What follows belongs to an exercise in optimizing a design on an open flow for small area, a short achievable clock period and few clock cycles; a production flow would make more cautious choices.
The RTL was checked by simulation tests, not by an equivalence proof against the original design.
Power is estimated from default activity; no workload was simulated.

==> flow/design.v (excerpt) <==
module sgd_dot_product (
    input  logic                             clk,
    input  logic                             rst_n,
    input  logic                             started,
    input  logic [sgd_pkg::CFG_W-1:0]        number_of_epochs,
    input  logic [sgd_pkg::CFG_W-1:0]        number_of_samples,
    input  logic [sgd_pkg::CFG_W-1:0]        dimension,
    input  logic [sgd_pkg::CFG_W-1:0]        number_of_bits,
    input  logic [sgd_pkg::A_WORD_W-1:0]     dispatch_axb_a_data,
    input  logic                             dispatch_axb_a_wr_en,
    output logic                             dispatch_axb_a_almost_full,
    input  logic [sgd_pkg::CREDIT_W-1:0]     x_wr_credit_counter,
    output logic [sgd_pkg::X_ADDR_W-1:0]     x_rd_addr,
    input  logic [sgd_pkg::X_WORD_W-1:0]     x_rd_data,
    output logic [sgd_pkg::NUM_BANKS*sgd_pkg::DOT_W-1:0] dot_product,   
    output logic [sgd_pkg::NUM_BANKS-1:0]    dot_product_valid
);
For scale: about 4100 cells after synthesis, about 570 flip-flops, roughly 490 I/O pins, ~0.039 mm^2 of cells after synthesis.
export LEC_CHECK = 0
export CAP_MARGIN = 20
export CORE_MARGIN = 2
export CORE_UTILIZATION = 50
export CTS_BUF_LIST = sky130_fd_sc_hd__clkbuf_4 sky130_fd_sc_hd__clkbuf_8
export CTS_CLUSTER_SIZE = 30
export SETUP_SLACK_MARGIN = 2.6
export SLEW_MARGIN = 20
export SYNTH_HIERARCHICAL = 1
export SYNTH_MINIMUM_KEEP_SIZE = 0
export BUFFER_PORTS_ARGS = -buffer_cell sky130_fd_sc_hd__buf_1
create_clock -name core_clock -period 5.0 [get_ports {clk}]
standard.sh (not shown) runs the stock make flow with config.mk's settings and CLKGATE_MAP_FILE= SYNTH_SCRIPT=/design/flow/synth_recipe.tcl, a recipe that flattens the netlist after the stock synthesis.
==> flow/flow/run.sh <==
#!/bin/bash
# The standard layout (standard.sh, the standard flow's own ORFS flow), except that
# the port buffers are the plain sky130_fd_sc_hd__buf_1 rather than the
# buffer_ports default (a delay buffer); every port still gets one.
set -euo pipefail
echo 'export BUFFER_PORTS_ARGS = -buffer_cell sky130_fd_sc_hd__buf_1' >> config.mk
export BUFFER_PORTS_ARGS="-buffer_cell sky130_fd_sc_hd__buf_1"
cp standard.sh standard_sh.txt
bash standard.sh > standard.log 2>&1
The baseline completed with no timing, DRC or antenna violations.
Testbench counts at the start, summed over its fixed seeds: cycles 30,616.
Then changed:
- CTS_BUF_LIST: sky130_fd_sc_hd__clkbuf_4 sky130_fd_sc_hd__clkbuf_8 -> sky130_fd_sc_hd__clkbuf_8
- SETUP_SLACK_MARGIN: 2.6 -> 2.75
The new run passed the timing, DRC and antenna checks.
Synthesized cell count stays the same.
Wire length increases by 4.2%.
Clock power drops by about 4%.
Combinational power grows by about 10%.
Total power came out higher by 4.6%.

---

## juniper
Starting RTL as in the previous note.
clock: 5.0 ns
lec_check: 0
cap_margin: 20
core_margin: 2
core_utilization: 50
cts_buf_list: sky130_fd_sc_hd__clkbuf_8
cts_cluster_size: 30
place_density: 0.75
setup_slack_margin: 2.6
slew_margin: 20
synth_hierarchical: 1
synth_minimum_keep_size: 0
buffer_ports_args: -buffer_cell sky130_fd_sc_hd__buf_1
Scripts as last shown in full above: flow/flow/run.sh
Testbench counts of juniper, summed over its fixed seeds: cycles 30,616.
### juniper -> willow
- changing SETUP_SLACK_MARGIN from 2.6 to 2.65
- removing PLACE_DENSITY (formerly 0.75)
On willow: clock-cell share of area is 0.19 points higher than what juniper gave. Transition time of the tightest slew-check pin is lower on juniper. Diff juniper -> willow | clock buffer instance count of the final layout | up by a few percent. Relative to juniper, the ratio of total power to cell area measured on willow has increased slightly. willow ended up with a lower met2 wire length than juniper did. The master of the slowest instance on the critical path comes out sky130_fd_sc_hd__fa_1 in one run and sky130_fd_sc_hd__fa_2 in the other, namely in juniper and willow respectively. willow ended up with a lower minimum clock period after layout than juniper did. Diff juniper -> willow: sequential cell count level; number of DRC markers in iteration 0 went down 17%; final clock period utilization by the worst path lower.
### willow -> fjord
- changing SETUP_SLACK_MARGIN from 2.65 to 2.6
- changing CAP_MARGIN from 20 to 0
- changing SLEW_MARGIN from 20 to 0
==> comparison <==
All of willow and fjord finish clean. | pre-CTS setup slack | fjord vs willow | 0.030 ns higher |. Max-slew headroom at the worst pin delta (fjord − willow): favourable. The routed wire length of fjord and that of willow are within noise of each other. Comparing fjord against willow, there is no change at all in die area. Summary of fjord over willow: worst hold slack shows no meaningful change, number of vias in the routed layout fell by 158, least setup slack across all paths after layout now sits higher.
Setup changes, fjord to tundra
- SLEW_MARGIN now 20, was 0
- SETUP_SLACK_MARGIN now 2.9, was 2.6
- CAP_MARGIN now 20, was 0
Findings:
Delta (tundra minus fjord): period utilization higher; number of vias after detailed routing higher; final cell utilization of the core higher.
fjord leaves more setup margin than tundra.

---

sgd_dot_product again, from the RTL that the note above started with.
export LEC_CHECK = 0
export CAP_MARGIN = 20
export CORE_MARGIN = 2
export CORE_UTILIZATION = 50
export CTS_BUF_LIST = sky130_fd_sc_hd__clkbuf_8
export SETUP_SLACK_MARGIN = 2.6
export SLEW_MARGIN = 20
export SYNTH_HIERARCHICAL = 1
export SYNTH_MINIMUM_KEEP_SIZE = 0
export BUFFER_PORTS_ARGS = -buffer_cell sky130_fd_sc_hd__buf_1
create_clock -name core_clock -period 5.0 [get_ports {clk}]
Scripts as last shown in full above: flow/flow/run.sh
The starting point produced a clean layout.
Testbench counts at the start, summed over its fixed seeds: cycles 30,616.
Rerun with:
CAP_MARGIN = 10   (was 20)
CTS_CLUSTER_SIZE = 30   (was default)
SLEW_MARGIN = 10   (was 20)
Outcome:
- clock skew stays the same
- setup slack does not change
- critical path depth does not change
- register-to-register slack hardly moves
- global-route usage stays the same

afterwards: timing with drivers on the ports:
The results above use ideal ports. As a check the final layouts listed here were re-extracted and re-timed, cells and wires unchanged.
Step 1 sets driving cells, clkbuf_16 on the clock port and buf_2 on the other inputs (assumed; they add their load-dependent delay and slew).
Step 2, shift: input delay + t, output delay - t, t = (earliest + latest rising clock arrival at the registers) / 2. This alone moves slack from input paths to output paths.
Slacks: ideal ports / drivers / drivers and shift; pairs: ideal ports / drivers.
| run | t, ns | setup WS [ns] | cell pins on the clock port's net |
|---|---|---|---|
| the first run of note 1 | 0.764 | 2.614 / 2.612 / 1.931 | 1 |
| the second run of note 1 | 0.778 | 2.625 / 2.625 / 1.972 | 1 |
| juniper | 0.776 | 2.494 / 2.494 / 1.904 | 1 |
| willow | 0.754 | 2.554 / 2.554 / 2.003 | 1 |
| fjord | 0.762 | 2.613 / 2.613 / 1.933 | 1 |
| tundra | 0.779 | 2.548 / 2.548 / 1.974 | 1 |
| the first run of note 3 | 0.762 | 2.613 / 2.613 / 1.933 | 1 |
| the second run of note 3 | 0.762 | 2.613 / 2.613 / 1.933 | 1 |
After both steps every run listed still meets setup and hold. For the first run of note 1, which loses most, drivers alone change the setup slack by -0.002 ns; drivers and shift together by -0.683 ns.
